Context: an optimization exercise on an open-source flow, tuned for small area, a short achievable clock period and few clock cycles per item. The choices shown serve that exercise and are no tape-out recipe.
RTL that was checked went through simulation tests only; none was proved equivalent to the original.
No activity file was given, so power comes from the tool's default toggle rates.

## P
Design bresenham_line_stepper_top, start of the top module:
module bresenham_line_stepper_top #(
    parameter int COORD_BITS = 12
) (
    input  wire logic                               i_clk,
    input  wire logic                               i_rst_n,
    input  wire logic                               i_req_valid,
    output logic                                    o_req_ready,
    input  wire logic                               i_req_type,
    input  wire logic [COORD_BITS-1:0]              i_req_x_start,
    input  wire logic [COORD_BITS-1:0]              i_req_y_start,
    input  wire logic [COORD_BITS-1:0]              i_req_x_end,
    input  wire logic [COORD_BITS-1:0]              i_req_y_end,
    output logic                                    o_pix_valid,
    input  wire logic                               i_pix_ready,
    output logic                                    o_pix_pixel_valid,
    output logic [COORD_BITS-1:0]                   o_pix_pixel_x,
    output logic [COORD_BITS-1:0]                   o_pix_pixel_y,
    output logic                                    o_pix_in_image,
    output logic                                    o_pix_last_pixel,
    output logic [bls_pkg::COLOR_W-1:0]             o_pix_pixel_red,
    output logic [bls_pkg::COLOR_W-1:0]             o_pix_pixel_green,
    output logic [bls_pkg::COLOR_W-1:0]             o_pix_pixel_blue,
    input  wire logic                               i_cfg_we,
    input  wire logic [bls_pkg::CFG_IDX_W-1:0]      i_cfg_idx,
    input  wire logic [bls_pkg::CFG_DATA_W-1:0]     i_cfg_data
);
    localparam int C = COORD_BITS;
    function automatic logic [11:0] absdiff(input logic [12:0] v);
        logic [11:0] r;
        logic        any;
        any = 1'b0;
        for (int i = 0; i < 12; i++) begin
            r[i] = v[i] ^ (v[12] & any);
            any  = any | v[i];
        end
        absdiff = r;
    endfunction
    function automatic logic [11:0] incdec(input logic [11:0] a, input logic inc,
                                           input logic dec);
        logic [11:0] r;
        logic        ci, cd;
        ci = inc;
        cd = dec;
  ...
Size in the first run: ~270 flip-flops, about 150 I/O pins.
clock: 20.0 ns
lec_check: 0
cap_margin: 20
core_margin: 2
core_utilization: 40
cts_buf_list: sky130_fd_sc_hd__clkbuf_8
cts_cluster_diameter: 60
cts_cluster_size: 12
slew_margin: 20
standard.sh (not shown) runs the stock make flow with config.mk's settings and CLKGATE_MAP_FILE= SYNTH_SCRIPT=/design/flow/synth_recipe.tcl, a recipe that flattens the netlist after the stock synthesis.
==> flow/flow/run.sh <==
#!/bin/bash
set -e
export BUFFER_PORTS_ARGS="-buffer_cell sky130_fd_sc_hd__buf_1"
bash standard.sh > standard.log 2>&1
Testbench counts of P, summed over its fixed seeds: cycles 48,523, items 48,507.
--- input diff P..Q ---
Settings: CTS_CLUSTER_DIAMETER no longer set, was 60; CTS_BUF_LIST now sky130_fd_sc_hd__clkbuf_4, was sky130_fd_sc_hd__clkbuf_8; CTS_CLUSTER_SIZE no longer set, was 12.
[summary]
- Maximum frequency (lower): Q
- Q ends up with a routed wire length that is about 1.1% higher than in P.
- Fraction of met1 tracks used by global routing of P is on par with Q.
- Q vs. P: global routing usage on met3 went up by 1.3 points.
- Looking at number of DRC violations after detailed-routing iteration 0 across Q and P, the one that comes out lower is Q.
- From P to Q the numbers moved as follows: area growth from synthesis to final layout saw an increase, cell area saw an increase, number of multi-input combinational cells saw little to no change, sequential group share of total power saw a decrease, utilization saw an increase.
- ~same power consumed by combinational cells in Q and P

========
## run 1
bresenham_line_stepper_top, a different RTL version from the one above (not shown whole).
Size: ~1400 cells after synthesis, ~260 flip-flops, roughly 150 I/O pins, ~16000 µm² of cells after synthesis.
clock: 20.0 ns
lec_check: 0
cap_margin: 20
core_margin: 2
core_utilization: 40
cts_buf_list: sky130_fd_sc_hd__clkbuf_8
cts_cluster_diameter: 80
cts_cluster_size: 16
slew_margin: 20
Scripts as last shown in full above: flow/flow/run.sh
Run 1 ran to completion and came out clean on the timing, design-rule and antenna checks.
Testbench counts of run 1, summed over its fixed seeds: cycles 48,523, items 48,507.
Input-level comparison between run 2 and run 1:
Settings: CTS_CLUSTER_SIZE: 16 -> 12; CTS_CLUSTER_DIAMETER: 80 -> 60.
==> run notes <==
Of run 2 and run 1, the higher net switching power belongs to run 2.
Changes observed in run 2 relative to run 1: number of buffers created by CTS grew by 10, total via count after detailed routing picked up an extra 0.70%.
Reported for run 2 and run 1, sequential cell count turned out identical to the last digit.
NOTE clock-buffer cell count run 1->run 2 increased by more than half
Compared with run 1, run 2 shows routed wire length higher by 1.2%.
Compared with run 1, run 2 shows final layout net count higher by 10.
Inputs modified between run 2 and run 3:
Settings: a change of CORE_UTILIZATION from 40 to 65; an added PLACE_DENSITY of 0.75.
### Flow results
- The shortest period the worst path allows reported for run 3 is greater than that of run 2 by 0.086 ns.
- Compared with run 2, in run 3 pre-CTS setup slack rose 0.0038 ns; average vias per placed instance rose 12%; total power fell 2.0%; net load switching power fell 2.1%.
- The critical path depth reported for run 3 is smaller than that of run 2 by 4.
diff inputs: run 3 => run 4
Settings: removing PLACE_DENSITY (formerly 0.75); changing CORE_UTILIZATION from 65 to 40; changing SLEW_MARGIN from 20 to 50.
==> comparison <==
Diff run 3..run 4 | share of power burned in combinational logic | negligible. Row detailed-placement wirelength estimate: run 4 higher / run 3 lower. Taking run 4 as 1.0, run 3 lands at 0.62 on number of well taps. Re sum of met3 wire segment lengths after detailed routing: run 4 is 830 µm down on run 3. Row first-iteration DRC count: run 4 lower / run 3 higher. Maximum cell stage delay along the critical path: run 4 vs run 3 down 0.02 ns. In run 4, the required time of the critical path came out 0.03 ns above the value in run 3. Compared with run 3, run 4 ends up with more cell area. [compare] base=run 3 new=run 4: area used by multi-input combinational logic +about 0.7%; total chip power -about 0.8%; horizontal die dimension +43 µm.

========
## JK
Another version of the RTL of bresenham_line_stepper_top (not shown whole).
Size in the first run: roughly 1400 cells after synthesis, about 240 flip-flops, about 150 I/O pins, about 15000 um2 of cells after synthesis.
// bresenham_line_stepper_top
module bresenham_line_stepper_top #(
    parameter int COORD_BITS = 12
) (
    input  wire logic                               i_clk,
    input  wire logic                               i_rst_n,
    input  wire logic                               i_req_valid,
    output logic                                    o_req_ready,
    input  wire logic                               i_req_type,
    input  wire logic [COORD_BITS-1:0]              i_req_x_start,
    input  wire logic [COORD_BITS-1:0]              i_req_y_start,
    input  wire logic [COORD_BITS-1:0]              i_req_x_end,
    input  wire logic [COORD_BITS-1:0]              i_req_y_end,
    output logic                                    o_pix_valid,
    input  wire logic                               i_pix_ready,
    output logic                                    o_pix_pixel_valid,
    output logic [COORD_BITS-1:0]                   o_pix_pixel_x,
    output logic [COORD_BITS-1:0]                   o_pix_pixel_y,
    output logic                                    o_pix_in_image,
    output logic                                    o_pix_last_pixel,
    output logic [bls_pkg::COLOR_W-1:0]             o_pix_pixel_red,
    output logic [bls_pkg::COLOR_W-1:0]             o_pix_pixel_green,
    output logic [bls_pkg::COLOR_W-1:0]             o_pix_pixel_blue,
    input  wire logic                               i_cfg_we,
    input  wire logic [bls_pkg::CFG_IDX_W-1:0]      i_cfg_idx,
    input  wire logic [bls_pkg::CFG_DATA_W-1:0]     i_cfg_data
);
clock: 20.0 ns
lec_check: 0
cap_margin: 20
core_margin: 2
core_utilization: 40
cts_buf_list: sky130_fd_sc_hd__clkbuf_8 sky130_fd_sc_hd__clkbuf_16
cts_cluster_diameter: 80
cts_cluster_size: 16
slew_margin: 20
==> flow/flow/run.sh <==
#!/bin/bash
set -e
export BUFFER_PORTS_ARGS="-buffer_cell sky130_fd_sc_hd__buf_1"
export SETUP_SLACK_MARGIN=14.6
bash standard.sh > standard.log 2>&1
Testbench counts of JK, summed over its fixed seeds: cycles 48,523, items 48,507.
diff inputs: JK => MS
-- flow/config.mk --
<<< JK, line 9
export CORE_MARGIN = 2
export CORE_UTILIZATION = 40
export CTS_BUF_LIST = sky130_fd_sc_hd__clkbuf_8 sky130_fd_sc_hd__clkbuf_16
export CTS_CLUSTER_DIAMETER = 80
export CTS_CLUSTER_SIZE = 16
export SLEW_MARGIN = 20
>>> MS, line 9
export CORE_MARGIN = 2
export CORE_UTILIZATION = 40
export CTS_BUF_LIST = sky130_fd_sc_hd__clkbuf_16
export CTS_CLUSTER_DIAMETER = 100
export CTS_CLUSTER_SIZE = 20
export SLEW_MARGIN = 20
## What came out
Diff JK..MS | part of the Yosys area used for sequential elements | unchanged. In MS the routed wire length turned out 170 um lower than in JK. [MS] share of cell area taken by multi-input logic gates rose 0.75 points relative to JK. JK → MS: sequential group share of total power went up 2.1 points; via count went down about 1.4%; detailed-route wire length on metal 1 went up 1.2%; total power draw went down about 5%; share of post-route cells with drive strength above 1 went down 1.5 points. Maximum operating frequency: MS higher than JK.

========
== run A ==
Another version of the RTL of bresenham_line_stepper_top (not shown whole).
Size: ~1400 cells after synthesis, about 240 flip-flops, roughly 150 I/O pins, roughly 0.015 mm2 of cells after synthesis.
export LEC_CHECK = 0
export CAP_MARGIN = 20
export CORE_MARGIN = 2
export CORE_UTILIZATION = 40
export CTS_BUF_LIST = sky130_fd_sc_hd__clkbuf_16
export CTS_CLUSTER_DIAMETER = 100
export CTS_CLUSTER_SIZE = 20
export SLEW_MARGIN = 20
create_clock -name core_clock -period 20.0 [get_ports {i_clk}]
==> flow/flow/run.sh <==
#!/bin/bash
set -e
export BUFFER_PORTS_ARGS="-buffer_cell sky130_fd_sc_hd__buf_1"
export SETUP_SLACK_MARGIN=14.45
bash standard.sh > standard.log 2>&1
Testbench counts of run A, summed over its fixed seeds: cycles 48,523, items 48,507.
> inputs changed (run A -> run B)
==> flow/flow/run.sh <==
#!/bin/bash
set -e
export BUFFER_PORTS_ARGS="-buffer_cell sky130_fd_sc_hd__buf_1"
export SETUP_SLACK_MARGIN=14.75
bash standard.sh > standard.log 2>&1
==> run notes <==
- Met1 track demand over resource, run A and run B: smaller value in run A
- Hold slack for run B: 0.018 ns down relative to run A
- For the data-path buffer share of cell area in the final layout, run B came in 1.7 points higher than run A did.
### run B -> run C
Settings: CTS_CLUSTER_DIAMETER: 100 -> 120; CTS_CLUSTER_SIZE: 20 -> 25.
==> flow/flow/run.sh <==
#!/bin/bash
set -e
export BUFFER_PORTS_ARGS="-buffer_cell sky130_fd_sc_hd__buf_1"
export SETUP_SLACK_MARGIN=14.6
bash standard.sh > standard.log 2>&1
## What came out
Maximum clock rate: run B vs run C, no meaningful difference
On fraction of area in multi-input gates: run C sits below run B.
Of run C and run B, it is run C that has the higher sequential share of power.
Design area, run C vs run B: down by a few percent
Leakage power (run C vs. run B) decreases by a few percent
Compared with run B, run C shows a lower setup slack after placement.
In the flow results for run C and run B, the post-layout net count is smaller on run C.
Against run B, run C comes in 0.7 points lower on share of total power in the clock network.
Summary: with run B as the reference, final instance count without filler cells in run C moved down slightly.

========
bresenham_line_stepper_top again, from the RTL that the note above started with.
==> flow/config.mk <==
export PLATFORM = sky130hd
export DESIGN_NAME = bresenham_line_stepper_top
export DESIGN_NICKNAME = bresenham_line_stepper_top
export VERILOG_FILES = /design/flow/design.v
export SDC_FILE = /design/flow/constraint.sdc
export NUM_CORES = 4
export LEC_CHECK = 0
export CAP_MARGIN = 20
export CORE_MARGIN = 2
export CORE_UTILIZATION = 55
export CTS_BUF_LIST = sky130_fd_sc_hd__clkbuf_16
export CTS_CLUSTER_DIAMETER = 100
export CTS_CLUSTER_SIZE = 20
export SLEW_MARGIN = 20
==> flow/constraint.sdc <==
create_clock -name core_clock -period 20.0 [get_ports {i_clk}]
set_input_delay 4.0000 -clock core_clock [delete_from_list [all_inputs] [get_ports {i_clk}]]
set_output_delay 4.0000 -clock core_clock [all_outputs]
set_load 0.01 [all_outputs]
==> flow/flow/run.sh <==
#!/bin/bash
set -e
export BUFFER_PORTS_ARGS="-buffer_cell sky130_fd_sc_hd__buf_1"
export SETUP_SLACK_MARGIN=14.6
bash standard.sh > standard.log 2>&1
The first run completed without violations.
Testbench counts at the start, summed over its fixed seeds: cycles 48,523, items 48,507.
Edit:
- CAP_MARGIN: 20 -> 10
- CORE_UTILIZATION: 55 -> 40
- SLEW_MARGIN: 20 -> 10
Clock-buffer cell count does not change.
Wire length goes up by 0.95%.
Final cell count came out higher by 8.9%.
Final area grows by 0.98%.
Edit:
- CAP_MARGIN: 10 -> 20
- SLEW_MARGIN: 10 -> 20
Outcome: The new run went through all stages and came out clean. Setup slack does not change. First-iteration DRC count stays the same. Combinational power is about the same. Power does not change. Maximum frequency does not change. Routed wire length is unchanged. Design area stays the same. Die area stays the same. Final cell count is unchanged.

========
Another version of the RTL of bresenham_line_stepper_top (not shown whole).
Size in the first run: roughly 1600 cells after synthesis.
==> flow/config.mk <==
export PLATFORM = sky130hd
export DESIGN_NAME = bresenham_line_stepper_top
export DESIGN_NICKNAME = bresenham_line_stepper_top
export VERILOG_FILES = /design/flow/design.v
export SDC_FILE = /design/flow/constraint.sdc
export NUM_CORES = 4
export LEC_CHECK = 0
export CAP_MARGIN = 50
export CORE_MARGIN = 2
export CORE_UTILIZATION = 40
export CTS_BUF_LIST = sky130_fd_sc_hd__clkbuf_4
export SLEW_MARGIN = 75
==> flow/constraint.sdc <==
create_clock -name core_clock -period 20.0 [get_ports {i_clk}]
set_input_delay 4.0000 -clock core_clock [delete_from_list [all_inputs] [get_ports {i_clk}]]
set_output_delay 4.0000 -clock core_clock [all_outputs]
set_load 0.01 [all_outputs]
==> flow/flow/run.sh <==
#!/bin/bash
set -e
export BUFFER_PORTS_ARGS="-buffer_cell sky130_fd_sc_hd__buf_1"
bash standard.sh > standard.log 2>&1
Next try:
--- a/flow/config.mk
+++ b/flow/config.mk
@@ -8 +8 @@
-export CAP_MARGIN = 50
+export CAP_MARGIN = 20
@@ -12 +12 @@
-export SLEW_MARGIN = 75
+export SLEW_MARGIN = 20
Via count falls slightly.
Sequential power stays flat.
Wire length falls slightly.
No run of this note included a check of the RTL's function; only the layout flow was run.

========
## alpha
bresenham_line_stepper_top, a different RTL version from the one above (not shown whole).
For scale: roughly 1,500 cells after synthesis, about 240 flip-flops, ~0.015 mm2 of cells after synthesis.
## bresenham_line_stepper_top
module bresenham_line_stepper_top #(
    parameter int COORD_BITS = 12
) (
    input  wire logic                               i_clk,
    input  wire logic                               i_rst_n,
    input  wire logic                               i_req_valid,
    output logic                                    o_req_ready,
    input  wire logic                               i_req_type,
    input  wire logic [COORD_BITS-1:0]              i_req_x_start,
    input  wire logic [COORD_BITS-1:0]              i_req_y_start,
    input  wire logic [COORD_BITS-1:0]              i_req_x_end,
    input  wire logic [COORD_BITS-1:0]              i_req_y_end,
    output logic                                    o_pix_valid,
    input  wire logic                               i_pix_ready,
    output logic                                    o_pix_pixel_valid,
    output logic [COORD_BITS-1:0]                   o_pix_pixel_x,
    output logic [COORD_BITS-1:0]                   o_pix_pixel_y,
    output logic                                    o_pix_in_image,
    output logic                                    o_pix_last_pixel,
    output logic [bls_pkg::COLOR_W-1:0]             o_pix_pixel_red,
    output logic [bls_pkg::COLOR_W-1:0]             o_pix_pixel_green,
    output logic [bls_pkg::COLOR_W-1:0]             o_pix_pixel_blue,
    input  wire logic                               i_cfg_we,
    input  wire logic [bls_pkg::CFG_IDX_W-1:0]      i_cfg_idx,
    input  wire logic [bls_pkg::CFG_DATA_W-1:0]     i_cfg_data
);
==> flow/config.mk <==
export PLATFORM = sky130hd
export DESIGN_NAME = bresenham_line_stepper_top
export DESIGN_NICKNAME = bresenham_line_stepper_top
export VERILOG_FILES = /design/flow/design.v
export SDC_FILE = /design/flow/constraint.sdc
export NUM_CORES = 4
export LEC_CHECK = 0
export CAP_MARGIN = 20
export CORE_MARGIN = 2
export CORE_UTILIZATION = 40
export CTS_BUF_LIST = sky130_fd_sc_hd__clkbuf_8
export CTS_CLUSTER_DIAMETER = 60
export CTS_CLUSTER_SIZE = 12
export SLEW_MARGIN = 20
==> flow/constraint.sdc <==
create_clock -name core_clock -period 20.0 [get_ports {i_clk}]
set_input_delay 4.0000 -clock core_clock [delete_from_list [all_inputs] [get_ports {i_clk}]]
set_output_delay 4.0000 -clock core_clock [all_outputs]
set_load 0.01 [all_outputs]
==> flow/flow/run.sh <==
#!/bin/bash
set -e
export BUFFER_PORTS_ARGS="-buffer_cell sky130_fd_sc_hd__buf_1"
export SETUP_SLACK_MARGIN=14.8
bash standard.sh > standard.log 2>&1
Testbench counts of alpha, summed over its fixed seeds: cycles 48,523, items 48,507.
Modified inputs, beta compared to alpha
- swapping 60 for 100 in CTS_CLUSTER_DIAMETER
- swapping sky130_fd_sc_hd__clkbuf_8 for sky130_fd_sc_hd__clkbuf_16 in CTS_BUF_LIST
- swapping 12 for 20 in CTS_CLUSTER_SIZE
### Flow results
- Comparing alpha and beta, number of setup buffers added after CTS is higher on alpha.
- Reported for alpha and beta, flip-flop and latch count turned out identical to the last digit.
- | multi-input gate count | beta vs alpha | ≈ equal |
- Relative to alpha, final area decreased by 2.5% in beta.
The following lists how gamma was set up differently from beta:
--- a/flow/flow/run.sh
+++ b/flow/flow/run.sh
@@ -4 +4 @@
-export SETUP_SLACK_MARGIN=14.8
+export SETUP_SLACK_MARGIN=14.6
Delta (gamma minus beta): sequential power about even, worst hold slack rose 0.018 ns, number of clock buffers in the layout about even.
Going from beta to gamma, minimum clock period dropped 0.013 ns, layout overhead on the synthesized area saw a decrease, H-tree depth was more or less identical, number of global-route vias before repair lost about 3%, total track usage lost 0.38 points.
The slowest cell on the critical path comes out edfxtp_1 in one run and ha_4 in the other, namely in beta and gamma respectively.

-- static timing again, ports no longer ideal --
In the flow no input, the clock included, has a driving cell. The finished layouts below were timed again as built, in two steps.
Step 1 sets driving cells, clkbuf_16 on the clock port and buf_2 on the other inputs (assumed; they add their load-dependent delay and slew).
Step 2, shift: input delay + t, output delay - t, t = (earliest + latest rising clock arrival at the registers) / 2. This alone moves slack from input paths to output paths.
Slacks: ideal ports / drivers / drivers and shift; pairs: ideal ports / drivers.
run | t (ns) | setup WS [ns] | worst data-port slew with drivers (ns) | pins driven straight from the clock port
P | 0.677 | 13.869 / 13.818 / 13.702 | 0.10 | 1
Q | 0.762 | 13.784 / 13.731 / 13.699 | 0.08 | 1
run 1 | 0.611 | 14.154 / 14.167 / 13.556 | 0.07 | 1
run 2 | 0.695 | 14.124 / 14.124 / 13.553 | 0.07 | 1
run 3 | 0.645 | 14.038 / 14.065 / 13.421 | 0.06 | 1
run 4 | 0.667 | 14.145 / 14.166 / 13.499 | 0.06 | 1
JK | 0.597 | 14.586 / 14.528 / 14.185 | 0.06 | 1
MS | 0.566 | 14.621 / 14.565 / 14.212 | 0.06 | 1
run A | 0.550 | 14.560 / 14.510 / 14.043 | 0.06 | 1
run B | 0.558 | 14.649 / 14.594 / 14.139 | 0.05 | 1
run C | 0.548 | 14.646 / 14.593 / 14.144 | 0.05 | 1
the first run of note 5 | 0.542 | 14.658 / 14.618 / 14.165 | 0.05 | 1
the second run of note 5 | 0.553 | 14.637 / 14.607 / 14.120 | 0.05 | 1
the third run of note 5 | 0.553 | 14.637 / 14.607 / 14.120 | 0.05 | 1
the first run of note 6 | 0.770 | 13.930 / 13.879 / 14.037 | 0.08 | 1
the second run of note 6 | 0.770 | 13.809 / 13.757 / 13.947 | 0.09 | 1
alpha | 0.665 | 14.502 / 14.449 / 14.144 | 0.08 | 1
beta | 0.572 | 14.616 / 14.557 / 14.150 | 0.08 | 1
gamma | 0.555 | 14.629 / 14.599 / 14.091 | 0.07 | 1
After both steps every run listed still meets setup and hold. The setup slack of run 4, which loses most, moves by +0.021 ns with the drivers and by -0.646 ns with both steps.
